This design comes from an exercise in tuning for small area on the open sky130 flow, not from production work. At most, simulation tests tie the RTL to the original design; equivalence was not proved.

== build 10 ==
// mtmp_pow_calc
module mtmp_pow_calc (
  input  logic       clk,
  input  logic       rst_n,
  input  logic       in_vld,
  input  logic [9:0] imoy_i_j,
  input  logic [9:0] imoy_ii_jj,
  input  logic [9:0] divisor,
  input  logic [1:0] pow_sel,
  output logic       out_vld,
  output logic [8:0] mtmp,
  output logic       div0
);
clock: 7.0 ns
lec_check: 0
cap_margin: 20
core_margin: 2
core_utilization: 40
cts_cluster_size: 30
slew_margin: 20
run.sh (not shown) runs the stock make flow with config.mk's settings and CLKGATE_MAP_FILE= SYNTH_SCRIPT=/design/flow/synth_recipe.tcl, a recipe that flattens the netlist after the stock synthesis.
The final layout from build 10, which completed every stage, passed the timing, DRC and antenna checks at the end of the flow.
The following lists how build 90 was set up differently from build 10:
- swapping 40 for 55 in CORE_UTILIZATION
- clearing CTS_CLUSTER_SIZE, which used to be 30
==> flow/flow/run.sh (new file) <==
#!/bin/bash
# The standard layout, with the port buffers made from the smallest plain buffer cell
# instead of the delay buffer buffer_ports picks by default, and a clock tree of clkbuf_8
# cells in clusters of at most 10 flip-flops, without dummy loads. Everything else is unchanged.
set -euo pipefail
bash standard.sh \
  "BUFFER_PORTS_ARGS=-buffer_cell sky130_fd_sc_hd__buf_1" \
  "CTS_ARGS=-sink_clustering_enable -repair_clock_nets -dont_use_dummy_load -buf_list sky130_fd_sc_hd__clkbuf_8 -root_buf sky130_fd_sc_hd__clkbuf_8 -sink_clustering_buffer sky130_fd_sc_hd__clkbuf_8 -sink_clustering_size 10" \
  finish > standard.log 2>&1
==> flow/standard.sh (new file) <==
#!/bin/bash
# synth_recipe.tcl (not shown) runs the flow's synth.tcl, then flattens the netlist and writes it again
# the make line also repeats each setting of config.mk as NAME=value (left out here)
make -C /OpenROAD-flow-scripts/flow DESIGN_CONFIG=/design/flow/config.mk WORK_HOME=/design/flow/orfs CLKGATE_MAP_FILE= SYNTH_SCRIPT=/design/flow/synth_recipe.tcl "${@:-finish}"
removed: flow/run.sh
Results
- Ratio of final minimum period to clock period came out lower on build 90 than on build 10.
- As far as flip-flop and latch count goes, build 10 and build 90 are indistinguishable; the numbers are identical.
- What build 10 reported for die outline area has to be multiplied by 0.73 to get the figure for build 90.
- Build 90 ended up with fewer standard cells than build 10.
- In the tables for build 10 and build 90, met1 global-route usage reads lower with build 10.
- Worst setup slack delta for build 90 relative to build 10: 0.15 ns higher
- In build 90, maximum clock frequency is higher than in build 10.
- Of the two values seen for cell at the slowest stage of the critical path, sky130_fd_sc_hd__clkdlybuf4s50_1 was produced by build 10 and sky130_fd_sc_hd__fa_1 by build 90.
- Higher final critical path time including I/O delays and setup goes to build 10 over build 90.
- As far as number of H-tree branching levels goes, build 10 and build 90 are indistinguishable; the numbers are identical.
- Build 90 vs. build 10: minimum hold slack dropped 0.028 ns; aggregate global routing overflow flat.
Here is what was changed in the inputs of build 72 compared with build 90.
- CORE_UTILIZATION changed from 55 to 40
==> flow/flow/run.sh <==
#!/bin/bash
# The standard layout, with the port buffers made from the smallest plain buffer cell
# instead of the delay buffer buffer_ports picks by default. Everything else is unchanged.
set -euo pipefail
bash standard.sh "BUFFER_PORTS_ARGS=-buffer_cell sky130_fd_sc_hd__buf_1" finish > standard.log 2>&1
Results
- Changes observed in build 72 relative to build 90: number of vias per cell after detailed routing -0.34; routed length on met2 now sits higher; register-to-register setup slack went down by 0.14 ns; area of the die now larger.
- Per the comparison of build 72 with build 90, area of combinational cells with multiple inputs neither gained nor lost much; total routed wirelength picked up an extra about 0.65%.
- Detailed route, build 72 vs build 90: via total higher for build 72
Modified inputs, build 53 compared to build 72
==> flow/run.sh (new file) <==
#!/bin/bash
# synth_recipe.tcl (not shown) runs the flow's synth.tcl, then flattens the netlist and writes it again
# the make line also repeats each setting of config.mk as NAME=value (left out here)
make -C /OpenROAD-flow-scripts/flow DESIGN_CONFIG=/design/flow/config.mk WORK_HOME=/design/flow/orfs CLKGATE_MAP_FILE= SYNTH_SCRIPT=/design/flow/synth_recipe.tcl finish
removed: flow/flow/run.sh
removed: flow/standard.sh
Notes after the runs:
- Looking at worst setup timing slack at the placement stage across both flows, build 53 is the weaker of the two, with build 72 ahead.
- In build 53, the wire length the detailed router placed on met1 came out 0.49% below the value in build 72.
- In build 53 the data required time of the worst path turned out 1.65 ns lower than in build 72.
- Per the comparison of build 53 with build 72, wire length decreased 110 um; cell depth of the worst setup path lost 8; number of placed instances with taps included has remained practically unchanged; number of global-route vias before repair decreased 0.77%; tightest slew margin relative to the limit now larger.
- [build 53] area added between synthesis and finish rose 2.9 points relative to build 72

run 1:
mtmp_pow_calc, a different RTL version from the one above (not shown whole).
Size: ~1,300 cells after synthesis, roughly 110 flip-flops, about 0.011 mm^2 of cells after synthesis.
export LEC_CHECK = 0
export CAP_MARGIN = 20
export CORE_MARGIN = 2
export CORE_UTILIZATION = 40
export SLEW_MARGIN = 20
create_clock -name core_clock -period 7.0 [get_ports {clk}]
Stock flow here: none of the scripts above is used.
Run 1 -> stages 100% | layout checks FAIL | negative setup slack
Here is what was changed in the inputs of run 2 compared with run 1.
- swapping 20 for 5 in CAP_MARGIN
- putting GPL_TIMING_DRIVEN at 0 where nothing was set
- putting ABC_AREA at 1 where nothing was set
- swapping 40 for 60 in CORE_UTILIZATION
- swapping 20 for 5 in SLEW_MARGIN
Results
Although it ran to completion, run 1 produced a layout that fails the final checks because of negative setup slack.
Run 2: done, clean on timing, DRC and antenna
Where routed wire length is concerned, run 1 is better than run 2.
Changes observed in run 2 relative to run 1: maximum achievable frequency rose by 8.3%.
Per-instance average area after synthesis shrinks by more than 10% when moving from run 1 to run 2.
Taking run 1 as the reference, in run 2 length of routed met3 wiring +73%, global-route usage +8.8 points, arrival time at the worst endpoint -0.53 ns, die area -25%, setup skew after layout -0.0059 ns.
Relative to run 1, starting density of the core has increased by 21 points in run 2.
Input-level comparison between run 3 and run 2:
- ABC_AREA no longer set, was 1
Findings:
- Run 3 completed end to end; final checks failed (negative setup slack).
- In the metrics for run 3 and run 2, the one carrying the lower total wire length after detailed routing is run 3.
- Total number of vias ended up 1,999 lower on run 3 than on run 2.
- Total global routing track utilization: run 3 vs run 2 down 0.74 points
- Of run 3 and run 2, the lower met1 routing resource usage after global routing belongs to run 2.
- Minimum setup slack in the final design: run 3 worse than run 2
Function was not checked in any run of this note: the RTL went through the layout flow alone.

Another version of the RTL of mtmp_pow_calc (not shown whole).
Size: roughly 110 flip-flops, roughly 46 I/O pins, about 11000 µm² of cells after synthesis.
Settings: LEC_CHECK=0, CAP_MARGIN=5, CORE_MARGIN=2, CORE_UTILIZATION=60, GPL_TIMING_DRIVEN=0, SLEW_MARGIN=5; clock period 7.0 ns.
Edit:
CAP_MARGIN = 20   (was 5)
CORE_UTILIZATION = 40   (was 60)
GPL_TIMING_DRIVEN = unset   (was 0)
SLEW_MARGIN = 20   (was 5)
Effect:
- The changed run passed the timing, DRC and antenna checks
- worst setup slack improves by 0.14 ns
- final area is about the same
- maximum frequency grows by 2.1%
- die area grows by 48%
- routed wire length grows by 0.37%
- sequential cell count is unchanged
- utilization shrinks by 23 points

Another version of the RTL of mtmp_pow_calc (not shown whole).
For scale: ~970 cells after synthesis, roughly 93 flip-flops.
## mtmp_pow_calc
module mtmp_pow_calc (
  input  logic       clk,
  input  logic       rst_n,
  input  logic       in_vld,
  input  logic [9:0] imoy_i_j,
  input  logic [9:0] imoy_ii_jj,
  input  logic [9:0] divisor,
  input  logic [1:0] pow_sel,
  output logic       out_vld,
  output logic [8:0] mtmp,
  output logic       div0
);
  function automatic logic [8:0] sq_whyb10(input logic [8:0] v);
    logic t1;
    logic t2;
    logic t3;
    logic t4;
    logic t5;
    logic t6;
    logic t7;
    logic t8;
    logic t9;
    logic t10;
    logic t11;
    logic t12;
    logic t13;
    logic t14;
    logic t15;
    logic t16;
    logic t17;
    logic t18;
    logic t19;
    logic t20;
    logic t21;
    logic t22;
    logic t23;
    logic t24;
    logic t25;
    logic t26;
    logic t27;
    logic t28;
    logic t29;
    logic t30;
    logic t31;
    logic t32;
    logic t33;
    logic t34;
    logic t35;
    logic t36;
    logic t37;
    logic t38;
    logic t39;
    logic t40;
    logic t41;
    logic t42;
    logic [17:0] ra, rb, p;
    logic c;
    t1 = (v[0] & v[4]) ^ (v[1] & v[3]) ^ (v[1] & v[2]);
    t2 = ((v[0] & v[4]) & (v[1] & v[3])) | ((v[0] & v[4]) & (v[1] & v[2])) | ((v[1] & v[3]) & (v[1] & v[2]));
    t3 = (v[0] & v[5]) ^ (v[1] & v[4]) ^ (v[3] & ~v[2]);
    t4 = ((v[0] & v[5]) & (v[1] & v[4])) | ((v[0] & v[5]) & (v[3] & ~v[2])) | ((v[1] & v[4]) & (v[3] & ~v[2]));
    t5 = (v[0] & v[6]) ^ (v[1] & v[5]) ^ (v[2] & v[4]);
    t6 = ((v[0] & v[6]) & (v[1] & v[5])) | ((v[0] & v[6]) & (v[2] & v[4])) | ((v[1] & v[5]) & (v[2] & v[4]));
    t7 = (v[0] & v[7]) ^ (v[1] & v[6]) ^ (v[2] & v[5]);
    t8 = ((v[0] & v[7]) & (v[1] & v[6])) | ((v[0] & v[7]) & (v[2] & v[5])) | ((v[1] & v[6]) & (v[2] & v[5]));
    t9 = (v[0] & v[8]) ^ (v[1] & v[7]) ^ (v[2] & v[6]);
    t10 = ((v[0] & v[8]) & (v[1] & v[7])) | ((v[0] & v[8]) & (v[2] & v[6])) | ((v[1] & v[7]) & (v[2] & v[6]));
    t11 = (v[1] & v[8]) ^ (v[2] & v[7]) ^ (v[3] & v[6]);
    t12 = ((v[1] & v[8]) & (v[2] & v[7])) | ((v[1] & v[8]) & (v[3] & v[6])) | ((v[2] & v[7]) & (v[3] & v[6]));
    t13 = (v[2] & v[8]) ^ (v[3] & v[7]) ^ (v[4] & v[6]);
  ...
clock: 7.0 ns
lec_check: 0
cap_margin: 20
core_margin: 2
core_utilization: 65
slew_margin: 20
standard.sh (not shown) runs the stock make flow with config.mk's settings and CLKGATE_MAP_FILE= SYNTH_SCRIPT=/design/flow/synth_recipe.tcl, a recipe that flattens the netlist after the stock synthesis.
==> flow/flow/run.sh <==
#!/bin/bash
set -euo pipefail
export MTMP_ABC_SCRIPT="$PWD/flow/abc.script"
export MTMP_REF_SYNTH="$PWD/synth_recipe.tcl"
bash standard.sh \
  "SYNTH_SCRIPT=$PWD/flow/synth.tcl" \
  "BUFFER_PORTS_ARGS=-buffer_cell sky130_fd_sc_hd__buf_1" \
  "CTS_ARGS=-sink_clustering_enable -repair_clock_nets -dont_use_dummy_load -buf_list sky130_fd_sc_hd__clkbuf_8 -root_buf sky130_fd_sc_hd__clkbuf_8 -sink_clustering_buffer sky130_fd_sc_hd__clkbuf_8 -sink_clustering_size 10" \
  finish > standard.log 2>&1
==> flow/flow/abc.script <==
&get -n
&st
&dch
&nf
&put
buffer -c
topo
stime -c
dnsize -c
==> flow/flow/synth.tcl <==
proc abc {args} {
  set i [lsearch -exact $args -script]
  if {$i >= 0} { lset args [expr {$i + 1}] $::env(MTMP_ABC_SCRIPT) }
  yosys abc {*}$args
}
source $::env(MTMP_REF_SYNTH)
Change:
==> flow/flow/abc.script (replaced) <==
&get -n
&st
&dch
&nf
&put
buffer -c
topo
stime -c
upsize -c
dnsize -c
Settings changed: CORE_UTILIZATION 65 to 55.
Outcome: Synthesized area climbs slightly; wire length goes up slightly; worst setup slack is better by 0.033 ns; global-route usage decreases by 3.5 points.
Change:
==> flow/flow/abc.script (replaced) <==
strash
dch
map -a
topo
stime -c
buffer -c
dnsize -c
Synthesized area went down by 2.5%.
Worst setup slack improves by 0.23 ns.
Sequential share of layout area falls by 0.16 points.
Wire length shrinks by 3.9%.
Core utilization is higher by 2.8 points.
Non-clock buffer count rose by 32.
Change:
--- a/flow/flow/run.sh
+++ b/flow/flow/run.sh
@@ -1,7 +1,7 @@
 #!/bin/bash
+# The standard layout, with the port buffers made from the smallest plain buffer cell
+# instead of the delay buffer buffer_ports picks by default, and a clock tree of clkbuf_8
+# cells in clusters of at most 10 flip-flops, without dummy loads. Everything else is unchanged.
 set -euo pipefail
-export MTMP_ABC_SCRIPT="$PWD/flow/abc.script"
-export MTMP_REF_SYNTH="$PWD/synth_recipe.tcl"
 bash standard.sh \
-  "SYNTH_SCRIPT=$PWD/flow/synth.tcl" \
   "BUFFER_PORTS_ARGS=-buffer_cell sky130_fd_sc_hd__buf_1" \
removed: flow/flow/abc.script
removed: flow/flow/synth.tcl
The changed run passed the timing, DRC and antenna checks.
Global-route usage decreases by 1.6 points.
Cell area stays flat.
Via count decreases by 5.2%.
Clock-buffer cell count stays the same.
Wire length decreases by 1.8%.
Synthesized area increases by 5.1%.
Change:
Settings changed: CORE_UTILIZATION 55 to 70.
Effect: The changed run completed without violations. Cell count falls by 3.5%. Clock skew barely changes. Worst hold slack gains 0.0070 ns. Final area falls by 0.68%. Core utilization rises by 15 points.

-- afterwards: timing with drivers on the ports --
The flow's constraints put no driver on any port. The routed layouts listed below were extracted and timed again, unchanged, in two steps. Step 1: set_driving_cell puts a clkbuf_16 on clk and a buf_2 on each other input, an assumption about the parent block. Step 2, shift: input delay + t, output delay - t, t = (earliest + latest rising clock arrival at the registers) / 2. This alone moves slack from input paths to output paths. a / b / c = ideal / step 1 / step 2; a / b = the first two.
run | t (ns) | setup slack, ns | clock arrival spread, ns | slew at the worst register clock pin (ns) | worst data-port slew with drivers (ns)
build 10 | 0.392 | 0.402 / 0.356 / 0.072 | 0.014 / 0.013 | 0.08 / 0.08 | 0.05
build 90 | 0.413 | 0.547 / 0.543 / 0.151 | 0.041 / 0.040 | 0.11 / 0.11 | 0.04
build 72 | 0.400 | 0.550 / 0.550 / 0.400 | 0.010 / 0.010 | 0.08 / 0.08 | 0.04
build 53 | 0.392 | 0.402 / 0.356 / 0.072 | 0.014 / 0.013 | 0.08 / 0.08 | 0.05
run 1 | 0.390 | -0.030 / -0.018 / -0.407 | 0.014 / 0.013 | 0.07 / 0.07 | 0.04
run 2 | 0.403 | 0.509 / 0.525 / 0.122 | 0.010 / 0.011 | 0.08 / 0.08 | 0.04
run 3 | 0.397 | -0.023 / -0.021 / -0.418 | 0.011 / 0.011 | 0.08 / 0.08 | 0.05
the first run of note 3 | 0.399 | 0.298 / 0.324 / -0.075 | 0.010 / 0.010 | 0.07 / 0.07 | 0.03
the second run of note 3 | 0.407 | 0.439 / 0.459 / 0.052 | 0.017 / 0.016 | 0.09 / 0.09 | 0.06
the first run of note 4 | 0.396 | 0.241 / 0.241 / -0.052 | 0.033 / 0.033 | 0.10 / 0.10 | 0.03
the second run of note 4 | 0.398 | 0.275 / 0.275 / -0.045 | 0.028 / 0.028 | 0.09 / 0.09 | 0.04
the third run of note 4 | 0.393 | 0.509 / 0.509 / 0.323 | 0.034 / 0.034 | 0.09 / 0.09 | 0.04
the fourth run of note 4 | 0.407 | 0.358 / 0.358 / 0.163 | 0.027 / 0.028 | 0.10 / 0.10 | 0.03
the fifth run of note 4 | 0.401 | 0.264 / 0.264 / 0.048 | 0.039 / 0.039 | 0.10 / 0.10 | 0.03
With both steps, setup timing fails in the first run of note 3, the first run of note 4 and the second run of note 4, where it was met with ideal ports. The setup slack of build 90, which loses most, moves by -0.004 ns with the drivers and by -0.396 ns with both steps.
